From an optimization exercise on the open Yosys and OpenROAD flow, aimed at small area; shortcuts taken in it are not production practice.
Function was checked by simulation only, so behaviour that the tests miss may differ from the original.
The flow treats the clock pin as an ideal source, which a real chip does not have.
Power is estimated from default activity; no workload was simulated.

## east
// encoder_trigger
module encoder_trigger #(
    parameter int POS_W  = 40,
    parameter int TIME_W = enc_pkg::cfg_w
) (
    input  logic                      clk,
    input  logic                      rst,
    input  logic                      cfg_en,
    input  logic [enc_pkg::cfg_w-1:0] cfg_filt_time,
    input  logic [enc_pkg::cfg_w-1:0] cfg_skip_pulses,
    input  logic [1:0]                cfg_cnt_mode,
    input  logic                      cfg_dir_mode,
    input  logic [enc_pkg::cfg_w-1:0] cfg_div,
    input  logic                      enc_a,
    input  logic                      enc_b,
    output logic                      trigger
);
    logic [1:0]        sync_a, sync_b;
    logic [TIME_W-1:0] stable_a, stable_b;
    logic              level_a, level_b;
    logic              level_a_q, level_b_q;
    always_ff @(posedge clk or posedge rst) begin
        if (rst) begin
            sync_a <= '0;
            sync_b <= '0;
        end else begin
            sync_a <= {sync_a[0], enc_a};
            sync_b <= {sync_b[0], enc_b};
        end
    end
    logic              clr_a;
    logic [TIME_W:0]   tog_sa;
    logic [TIME_W-1:0] stable_a_next;
    assign clr_a     = rst | ~cfg_en | (sync_a[0] ^ sync_a[1]);
    assign tog_sa[0] = 1'b1;
  ...
==> flow/config.mk <==
export PLATFORM = sky130hd
export DESIGN_NAME = encoder_trigger
export DESIGN_NICKNAME = encoder_trigger
export VERILOG_FILES = /design/flow/design.v
export SDC_FILE = /design/flow/constraint.sdc
export NUM_CORES = 4
export LEC_CHECK = 0
export ABC_AREA = 1
export CAP_MARGIN = 20
export CORE_MARGIN = 2
export CORE_UTILIZATION = 65
export CTS_BUF_LIST = sky130_fd_sc_hd__clkbuf_8
export CTS_CLUSTER_DIAMETER = 100
export CTS_CLUSTER_SIZE = 40
export PLACE_DENSITY = 0.8
export SLEW_MARGIN = 20
==> flow/constraint.sdc <==
create_clock -name core_clock -period 8.0 [get_ports {clk}]
set_input_delay 1.6000 -clock core_clock [delete_from_list [all_inputs] [get_ports {clk}]]
set_output_delay 1.6000 -clock core_clock [all_outputs]
set_load 0.01 [all_outputs]
standard.sh (not shown) runs the stock make flow with config.mk's settings and CLKGATE_MAP_FILE= SYNTH_SCRIPT=/design/flow/synth_recipe.tcl, a recipe that flattens the netlist after the stock synthesis.
==> flow/flow/run.sh <==
#!/bin/bash
# Own layout flow: the standard synthesis, then its combinational logic re-mapped by ABC
# for area (registers untouched; each re-mapped netlist must be proven equal to the standard
# one, and the smallest proven one is used), then the standard layout with
# sky130_fd_sc_hd__buf_1 as the port buffer and, if flow/mycts.env is there, a hand-built
# clock tree (flow/mycts.tcl). Each tool's output goes to a log_*.log file in
# the work folder.
set -euo pipefail
W=$(pwd)
F=$W/flow
R=$W/orfs/results/$FLOW_PLATFORM/encoder_trigger/base
L=$W/orfs/logs/$FLOW_PLATFORM/encoder_trigger/base
export LIB=$FLOW_HOME/platforms/sky130hd/lib/sky130_fd_sc_hd__tt_025C_1v80.lib
export TOP=$FLOW_TOP
export BUFFER_PORTS_ARGS="-buffer_cell sky130_fd_sc_hd__buf_1"
# the clock tree: flow/mycts.tcl builds it when flow/mycts.env asks for it
if [[ -f $F/mycts.env ]]; then
    source $F/mycts.env
    export PRE_CTS_TCL=$F/mycts.tcl MYCTS_GX MYCTS_GY MYCTS_LEAF MYCTS_ROOT
fi

bash standard.sh synth > $W/log_1_standard_synth.log 2>&1
cp $R/1_2_yosys.v $W/std_1_2_yosys.v
python3 $F/cut.py $W/std_1_2_yosys.v $W/cut_std.v > $W/log_3_cut_std.log 2>&1
IN_V=$W/cut_std.v OUT_BLIF=$W/cut_std.blif yosys -c $F/toblif.tcl > $W/log_4_blif_std.log 2>&1
DU=$(grep -m1 "^abc -script" $L/1_2_yosys.log | grep -o -- "-dont_use [A-Za-z0-9_]*" | tr '\n' ' ')

# one re-mapping: $1 its number, $2 the deepsyn seed, $3 an extra ABC step
remap() {
    local k=$1
    sed -e "s/@SEED@/$2/" -e "s/@EXTRA@/$3/" $F/reabc.abc > $W/reabc_$k.abc
    STD_V=$W/std_1_2_yosys.v NEW_V=$W/area_$k.v ABC_SCRIPT=$W/reabc_$k.abc DONT_USE="$DU" \
        yosys -c $F/reabc.tcl > $W/log_2_remap_$k.log 2>&1 || return 1
    python3 $F/cut.py $W/area_$k.v $W/cut_area_$k.v > $W/log_3_cut_$k.log 2>&1 || return 1
    IN_V=$W/cut_area_$k.v OUT_BLIF=$W/cut_area_$k.blif yosys -c $F/toblif.tcl > $W/log_4_blif_$k.log 2>&1 || return 1
    yosys-abc -c "cec -n $W/cut_std.blif $W/cut_area_$k.blif" > $W/log_5_cec_$k.log 2>&1 || return 1
    grep -q "Networks are equivalent" $W/log_5_cec_$k.log || return 1
    # the same registers, by name and cell type
    diff <(grep -oE "sky130_fd_sc_hd__(df|ed|sdf)[a-z0-9_]+ +[^ ]+" $W/std_1_2_yosys.v | sort) \
         <(grep -oE "sky130_fd_sc_hd__(df|ed|sdf)[a-z0-9_]+ +[^ ]+" $W/area_$k.v | sort) > $W/log_6_regs_$k.log 2>&1 || return 1
    grep "Chip area" $W/log_2_remap_$k.log | awk '{print $NF}' > $W/area_$k.txt
}

remap 1 1 "" &
remap 2 7 "" &
remap 3 3 "amap -m\nstrash" &
remap 4 5 "amap -m\nstrash" &
wait || true

best=""
for k in 1 2 3 4; do
    if [[ -s $W/area_$k.txt ]]; then
        a=$(cat $W/area_$k.txt)
        echo "re-mapping $k: area $a, proven equal"
        if [[ -z $best ]] || awk "BEGIN{exit !($a < $(cat $W/area_$best.txt))}"; then best=$k; fi
    else
        echo "re-mapping $k: failed or not proven"
    fi
done
if [[ -n $best ]]; then
    echo "using re-mapping $best"
    cp $W/area_$best.v $R/1_2_yosys.v
    rm -f $R/1_synth.odb
else
    echo "keeping the standard netlist"
fi

bash standard.sh > $W/log_7_standard_layout.log 2>&1
Other scripts of this flow, unchanged in this note and not shown: flow/flow/cut.py, flow/flow/reabc.abc, flow/flow/reabc.tcl, flow/flow/toblif.tcl
east: all stages done; final checks FAILED (setup timing).
Input-level comparison between west and east:
--- a/flow/flow/run.sh
+++ b/flow/flow/run.sh
@@ -5,2 +5 @@
-# sky130_fd_sc_hd__buf_1 as the port buffer and, if flow/mycts.env is there, a hand-built
-# clock tree (flow/mycts.tcl). Each tool's output goes to a log_*.log file in
+# sky130_fd_sc_hd__buf_1 as the port buffer. Each tool's output goes to a log_*.log file in
@@ -16,5 +14,0 @@
-# the clock tree: flow/mycts.tcl builds it when flow/mycts.env asks for it
-if [[ -f $F/mycts.env ]]; then
-    source $F/mycts.env
-    export PRE_CTS_TCL=$F/mycts.tcl MYCTS_GX MYCTS_GY MYCTS_LEAF MYCTS_ROOT
-fi
--- a/flow/config.mk
+++ b/flow/config.mk
@@ -11 +11 @@
-export CORE_UTILIZATION = 65
+export CORE_UTILIZATION = 40
@@ -15 +14,0 @@
-export PLACE_DENSITY = 0.8
Results
- west and east: one clean run, west; the rest did not finish clean.
- Ran to the end and failed final checks on setup timing: east.
- The final reports for west and east show via count lower in the former.
- From east to west the numbers moved as follows: growth of design area from synthesis to finish rose 1.5 points; cell area rose about 1.2%.
- Number of iterations in the first detailed-routing pass (west over east): increase, 14
- Clock tree buffer count of the final layout was lower in west than in east.
- Going from east to west, the sequential fraction of total cell area was found to have gone down by 0.35 points.
- Weighted congestion at the end of routability-driven global placement (lower): west
- Re fmax: west is 3.6% up on east.
- Reported for west and east, number of diodes turned out identical to the last digit.
- Power on west is behind east.
- Worst hold-check slack: east vs west, no meaningful difference

==> static timing again, ports no longer ideal <==
The results above use ideal ports. As a check the final layouts listed here were re-extracted and re-timed, cells and wires unchanged.
Step 1 sets driving cells, clkbuf_16 on the clock port and buf_2 on the other inputs (assumed; they add their load-dependent delay and slew).
Step 2 also shifts input and output timing later by t, the mid clock arrival at the registers, as if the neighbouring blocks saw the same clock.
Slacks: ideal ports / drivers / drivers and shift; pairs: ideal ports / drivers.
run	t (ns)	setup slack, ns	hold slack, ns	worst setup path at the end
east	0.500	-0.089 / -0.089 / -0.089	0.399 / 0.399 / 0.399	register to register
west	0.510	0.195 / 0.195 / 0.195	0.399 / 0.399 / 0.399	register to register
